Source: an optimization exercise on an open RTL-to-GDS flow (aim: small area). Production flows keep margins and buffers that such runs may drop.
Only simulation tests tie the RTL to the original design; equivalence was not proved.
No activity file was given, so power comes from the tool's default toggle rates.

## before
==> flow/design.v <==
package xgpon_bridge_pkg;
    typedef logic [31:0] pon_word_t;      
    typedef logic [7:0]  pre_len_t;       
    typedef logic [1:0]  cfg_addr_t;      
    typedef logic [15:0] frame_cnt_t;     
    localparam cfg_addr_t CFG_ADDR_PRE_LEN   = 2'd0;   
    localparam cfg_addr_t CFG_ADDR_PRE_PAT   = 2'd1;   
    localparam cfg_addr_t CFG_ADDR_TRAIL_PAT = 2'd2;   
    localparam pre_len_t  DEFAULT_PRE_LEN   = 8'd8;
    localparam pon_word_t DEFAULT_PRE_PAT   = 32'h0556_0556;
    localparam pon_word_t DEFAULT_TRAIL_PAT = 32'h3C5A_A5C3;
    typedef enum logic [1:0] {
        FR_IDLE,         
        FR_PREAMBLE,     
        FR_PAYLOAD,      
        FR_TRAILER       
    } framer_state_t;
    typedef enum logic {
        DF_HUNT,         
        DF_PAYLOAD       
    } deframer_state_t;
endpackage
`timescale 1ns/1ps
module burst_config_regs #(
    parameter int MAX_PRE_LEN = 16
) (
    input  logic                          axis_clk,
    input  logic                          rst_n,
    input  logic                          cfg_wr,
    input  xgpon_bridge_pkg::cfg_addr_t   cfg_addr,
    input  xgpon_bridge_pkg::pon_word_t   cfg_wdata,
    output logic [3:0]                    pre_lm1,      
    output xgpon_bridge_pkg::pon_word_t   pre_pat,
    output xgpon_bridge_pkg::pon_word_t   trail_pat
);
    logic [3:0] len_clamped;    
    always_comb begin
        if (cfg_wdata > 32'd16) begin
            len_clamped = 4'd15;
        end else if (cfg_wdata == '0) begin
            len_clamped = 4'd0;                  
        end else begin
            len_clamped = cfg_wdata[3:0] - 4'd1;
        end
    end
    always_ff @(posedge axis_clk or negedge rst_n) begin
        if (!rst_n) begin
            pre_lm1   <= 4'd7;                   
            pre_pat   <= xgpon_bridge_pkg::DEFAULT_PRE_PAT;
            trail_pat <= xgpon_bridge_pkg::DEFAULT_TRAIL_PAT;
        end else if (cfg_wr) begin
            case (cfg_addr)
                xgpon_bridge_pkg::CFG_ADDR_PRE_LEN:   pre_lm1   <= len_clamped;
                xgpon_bridge_pkg::CFG_ADDR_PRE_PAT:   pre_pat   <= cfg_wdata;
                xgpon_bridge_pkg::CFG_ADDR_TRAIL_PAT: trail_pat <= cfg_wdata;
                default: ;                       
            endcase
        end
    end
endmodule
`timescale 1ns/1ps
module burst_framer (
    input  logic                          axis_clk,
    input  logic                          rst_n,
    input  xgpon_bridge_pkg::pon_word_t   eth_rx_data,
    input  logic                          eth_rx_valid,
    input  logic                          eth_rx_last,
    input  logic [3:0]                    pre_lm1,      
    input  xgpon_bridge_pkg::pon_word_t   pre_pat,
    input  xgpon_bridge_pkg::pon_word_t   trail_pat,
    output xgpon_bridge_pkg::pon_word_t   pon_tx_data,
    output logic                          pon_tx_valid
);
    typedef xgpon_bridge_pkg::pon_word_t word_t;
    word_t d0;
    word_t s8 [8];
    word_t s4 [4];
    word_t s2 [2];
    word_t s1;
    word_t a8, a4, a2;
    assign a8 = pre_lm1[3] ? s8[7] : d0;
    assign a4 = pre_lm1[2] ? s4[3] : a8;
    assign a2 = pre_lm1[1] ? s2[1] : a4;
    always_ff @(posedge axis_clk) begin
        d0    <= eth_rx_data;
        s8[0] <= d0;
        for (int i = 1; i < 8; i++) s8[i] <= s8[i-1];
        s4[0] <= a8;
        for (int i = 1; i < 4; i++) s4[i] <= s4[i-1];
        s2[0] <= a4;
        s2[1] <= s2[0];
        s1    <= a2;
    end
    localparam logic [1:0] O_NONE = 2'd0, O_PRE = 2'd1, O_PAY = 2'd2, O_TRL = 2'd3;
    logic [1:0] cur, nxt;
    logic [3:0] pre_cnt;    
    logic [4:0] end_cnt;    
    always_comb begin
        case (cur)
            O_PRE:   nxt = (pre_cnt == 4'd0) ? O_PAY : O_PRE;
            O_PAY:   nxt = (end_cnt[4] & end_cnt[0]) ? O_TRL : O_PAY;
            default: nxt = eth_rx_valid ? O_PRE : O_NONE;
        endcase
    end
    logic [1:0] osel;
    assign osel = (nxt == O_PAY) ? {1'b1, pre_lm1[0]} : {1'b0, nxt == O_TRL};
    always_ff @(posedge axis_clk or negedge rst_n) begin
        if (!rst_n) begin
            cur <= O_NONE;
        end else begin
            cur <= nxt;
        end
    end
    always_ff @(posedge axis_clk) begin
        if (cur == O_PRE) pre_cnt <= pre_cnt - 4'd1;
        else              pre_cnt <= pre_lm1;
        if (eth_rx_valid)   end_cnt <= eth_rx_last ? {1'b0, pre_lm1} : 5'd16;
        else if (!end_cnt[4]) end_cnt <= end_cnt - 5'd1;
        case (osel)
            2'd0:    pon_tx_data <= pre_pat;
            2'd1:    pon_tx_data <= trail_pat;
            2'd2:    pon_tx_data <= a2;
            default: pon_tx_data <= s1;
        endcase
    end
    assign pon_tx_valid = (cur != O_NONE);
endmodule
`timescale 1ns/1ps
module burst_deframer (
    input  logic                          axis_clk,
    input  logic                          rst_n,
    input  xgpon_bridge_pkg::pon_word_t   pon_rx_data,
    input  logic                          pon_rx_valid,
    input  xgpon_bridge_pkg::pon_word_t   pre_pat,
    input  xgpon_bridge_pkg::pon_word_t   trail_pat,
    output xgpon_bridge_pkg::pon_word_t   eth_tx_data,
    output logic                          eth_tx_valid,
    output logic                          eth_tx_last,
    output logic                          burst_error,
    output xgpon_bridge_pkg::frame_cnt_t  frame_count
);
    localparam logic [2:0] SYNC_MAX = 3'd5;
    localparam logic [2:0] PAYLOAD  = 3'd7;
    xgpon_bridge_pkg::pon_word_t hold_word;    
    logic [2:0]                  run;
    logic                        is_pre;
    logic                        is_trail;
    assign is_pre   = pon_rx_valid && (pon_rx_data == pre_pat);
    assign is_trail = (pon_rx_data == trail_pat);
    always_ff @(posedge axis_clk) begin
        hold_word   <= pon_rx_data;
        eth_tx_data <= hold_word;
    end
    always_ff @(posedge axis_clk or negedge rst_n) begin
        if (!rst_n) begin
            run          <= '0;
            eth_tx_valid <= 1'b0;
            eth_tx_last  <= 1'b0;
            burst_error  <= 1'b0;
            frame_count  <= '0;
        end else begin
            eth_tx_valid <= 1'b0;    
            eth_tx_last  <= 1'b0;
            burst_error  <= 1'b0;
            if (run == PAYLOAD) begin
                if (!pon_rx_valid) begin
                    burst_error <= 1'b1;                
                    run         <= '0;
                end else begin
                    eth_tx_valid <= 1'b1;
                    if (is_trail) begin
                        eth_tx_last <= 1'b1;            
                        frame_count <= frame_count + 1'b1;
                        run         <= '0;
                    end
                end
            end else if (is_pre) begin
                if (run != SYNC_MAX) run <= run + 3'd1;
            end else if (run == SYNC_MAX && pon_rx_valid && !is_trail) begin
                run <= PAYLOAD;                         
            end else begin
                run <= '0;
            end
        end
    end
endmodule
`timescale 1ns/1ps
module xgpon_bridge_top #(
    parameter int MAX_PRE_LEN    = 16,   
    parameter int SYNC_THRESHOLD = 5     
) (
    input  logic                          axis_clk,
    input  logic                          rst_n,
    input  logic                          cfg_wr,
    input  xgpon_bridge_pkg::cfg_addr_t   cfg_addr,
    input  xgpon_bridge_pkg::pon_word_t   cfg_wdata,
    input  xgpon_bridge_pkg::pon_word_t   eth_rx_data,
    input  logic                          eth_rx_valid,
    input  logic                          eth_rx_last,
    output xgpon_bridge_pkg::pon_word_t   pon_tx_data,
    output logic                          pon_tx_valid,
    input  xgpon_bridge_pkg::pon_word_t   pon_rx_data,
    input  logic                          pon_rx_valid,
    output xgpon_bridge_pkg::pon_word_t   eth_tx_data,
    output logic                          eth_tx_valid,
    output logic                          eth_tx_last,
    output logic                          burst_error,
    output xgpon_bridge_pkg::frame_cnt_t  frame_count
);
    logic [3:0]                  pre_lm1;      
    xgpon_bridge_pkg::pon_word_t pre_pat;      
    xgpon_bridge_pkg::pon_word_t trail_pat;    
    burst_config_regs #(
        .MAX_PRE_LEN (MAX_PRE_LEN)
    ) burst_config_regs_inst (
        .axis_clk  (axis_clk),
        .rst_n     (rst_n),
        .cfg_wr    (cfg_wr),
        .cfg_addr  (cfg_addr),
        .cfg_wdata (cfg_wdata),
        .pre_lm1   (pre_lm1),
        .pre_pat   (pre_pat),
        .trail_pat (trail_pat)
    );
    burst_framer burst_framer_inst (
        .axis_clk     (axis_clk),
        .rst_n        (rst_n),
        .eth_rx_data  (eth_rx_data),
        .eth_rx_valid (eth_rx_valid),
        .eth_rx_last  (eth_rx_last),
        .pre_lm1      (pre_lm1),
        .pre_pat      (pre_pat),
        .trail_pat    (trail_pat),
        .pon_tx_data  (pon_tx_data),
        .pon_tx_valid (pon_tx_valid)
    );
    burst_deframer burst_deframer_inst (
        .axis_clk     (axis_clk),
        .rst_n        (rst_n),
        .pon_rx_data  (pon_rx_data),
        .pon_rx_valid (pon_rx_valid),
        .pre_pat      (pre_pat),
        .trail_pat    (trail_pat),
        .eth_tx_data  (eth_tx_data),
        .eth_tx_valid (eth_tx_valid),
        .eth_tx_last  (eth_tx_last),
        .burst_error  (burst_error),
        .frame_count  (frame_count)
    );
endmodule
Settings: LEC_CHECK=0, CAP_MARGIN=20, CORE_MARGIN=2, CORE_UTILIZATION=65, SLEW_MARGIN=20; clock period 4.0 ns.
standard.sh (not shown) runs the stock make flow with config.mk's settings and CLKGATE_MAP_FILE= SYNTH_SCRIPT=/design/flow/synth_recipe.tcl, a recipe that flattens the netlist after the stock synthesis.
==> flow/flow/run.sh <==
#!/bin/bash
# The standard layout, with three changes:
#  - ABC maps with an area-oriented recipe and no upsizing (flow/abc_area_nf.script); the
#    registers come out of Yosys exactly as in the standard synthesis
#  - port buffers use buf_1
#  - the clock tree uses clkbuf_8 in clusters of up to 16 and no dummy loads
set -euo pipefail
rm -rf scripts_abc
cp -r "$FLOW_HOME/scripts" scripts_abc
cp flow/abc_area_nf.script scripts_abc/abc_speed.script
export BUFFER_PORTS_ARGS="-buffer_cell sky130_fd_sc_hd__buf_1"
export CTS_ARGS="-sink_clustering_enable -repair_clock_nets -dont_use_dummy_load -buf_list sky130_fd_sc_hd__clkbuf_8 -sink_clustering_size 16 -sink_clustering_max_diameter 50"
bash standard.sh finish SCRIPTS_DIR="$PWD/scripts_abc" > standard.log 2>&1
==> flow/flow/abc_area_nf.script <==
&get -n
&st
&dch
&nf -a -R 1000
&put
topo
stime -c
dnsize -c
## Diff of input files: after against before
--- a/flow/design.v
+++ b/flow/design.v
@@ -111,14 +111,14 @@
             cur <= nxt;
         end
     end
     always_ff @(posedge axis_clk) begin
         if (cur == O_PRE) pre_cnt <= pre_cnt - 4'd1;
         else              pre_cnt <= pre_lm1;
-        if (eth_rx_valid)   end_cnt <= eth_rx_last ? {1'b0, pre_lm1} : 5'd16;
-        else if (!end_cnt[4]) end_cnt <= end_cnt - 5'd1;
+        if (eth_rx_valid) end_cnt <= eth_rx_last ? {1'b0, pre_lm1} : 5'd16;
+        else              end_cnt <= end_cnt - 5'd1;
         case (osel)
             2'd0:    pon_tx_data <= pre_pat;
             2'd1:    pon_tx_data <= trail_pat;
             2'd2:    pon_tx_data <= a2;
             default: pon_tx_data <= s1;
         endcase
[summary]
after finished every step from synthesis to the final layout, and the layout passed the timing, design-rule and antenna checks.
Status: power parity (after, before)
Synthesized cell count | after above before
Clock network power share of before is on par with after.
Delta (after minus before): internal portion of total power comparable, register-to-register slack was more or less identical.
Die area essentially unchanged between after and before.
Between before and after, the difference in net count after synthesis is negligible.
after vs. before: setup slack at placement went up by 240 ps.
Count of inserted antenna diode cells in after vs before: down 1
Via density per instance: before vs after, no meaningful difference

separate check: timing with driven ports:
No port has a modelled driver above. Below, the same layouts with a new extraction and two added sets of constraints.
Step 1 (the two cells are an assumption about what drives the block):
set clk [get_ports {axis_clk}]
set_driving_cell -lib_cell sky130_fd_sc_hd__clkbuf_16 $clk
set_driving_cell -lib_cell sky130_fd_sc_hd__buf_2 [delete_from_list [all_inputs] $clk]
Step 2 times the ports against the registers' clock, not the clock port: input delays grow and output delays shrink by t, the midpoint of the rising clock arrivals with the driver on.
a / b / c = ideal / step 1 / step 2; a / b = the first two.
run	t, ns	setup slack, ns	hold WS [ns]
before	0.619	1.140 / 1.117 / 0.498	0.286 / 0.264 / 0.318
after	0.621	1.151 / 1.151 / 0.654	0.287 / 0.263 / 0.306
After both steps setup and hold are still met in every run listed. For before, which loses most, drivers alone change the setup slack by -0.023 ns; drivers and shift together by -0.642 ns.
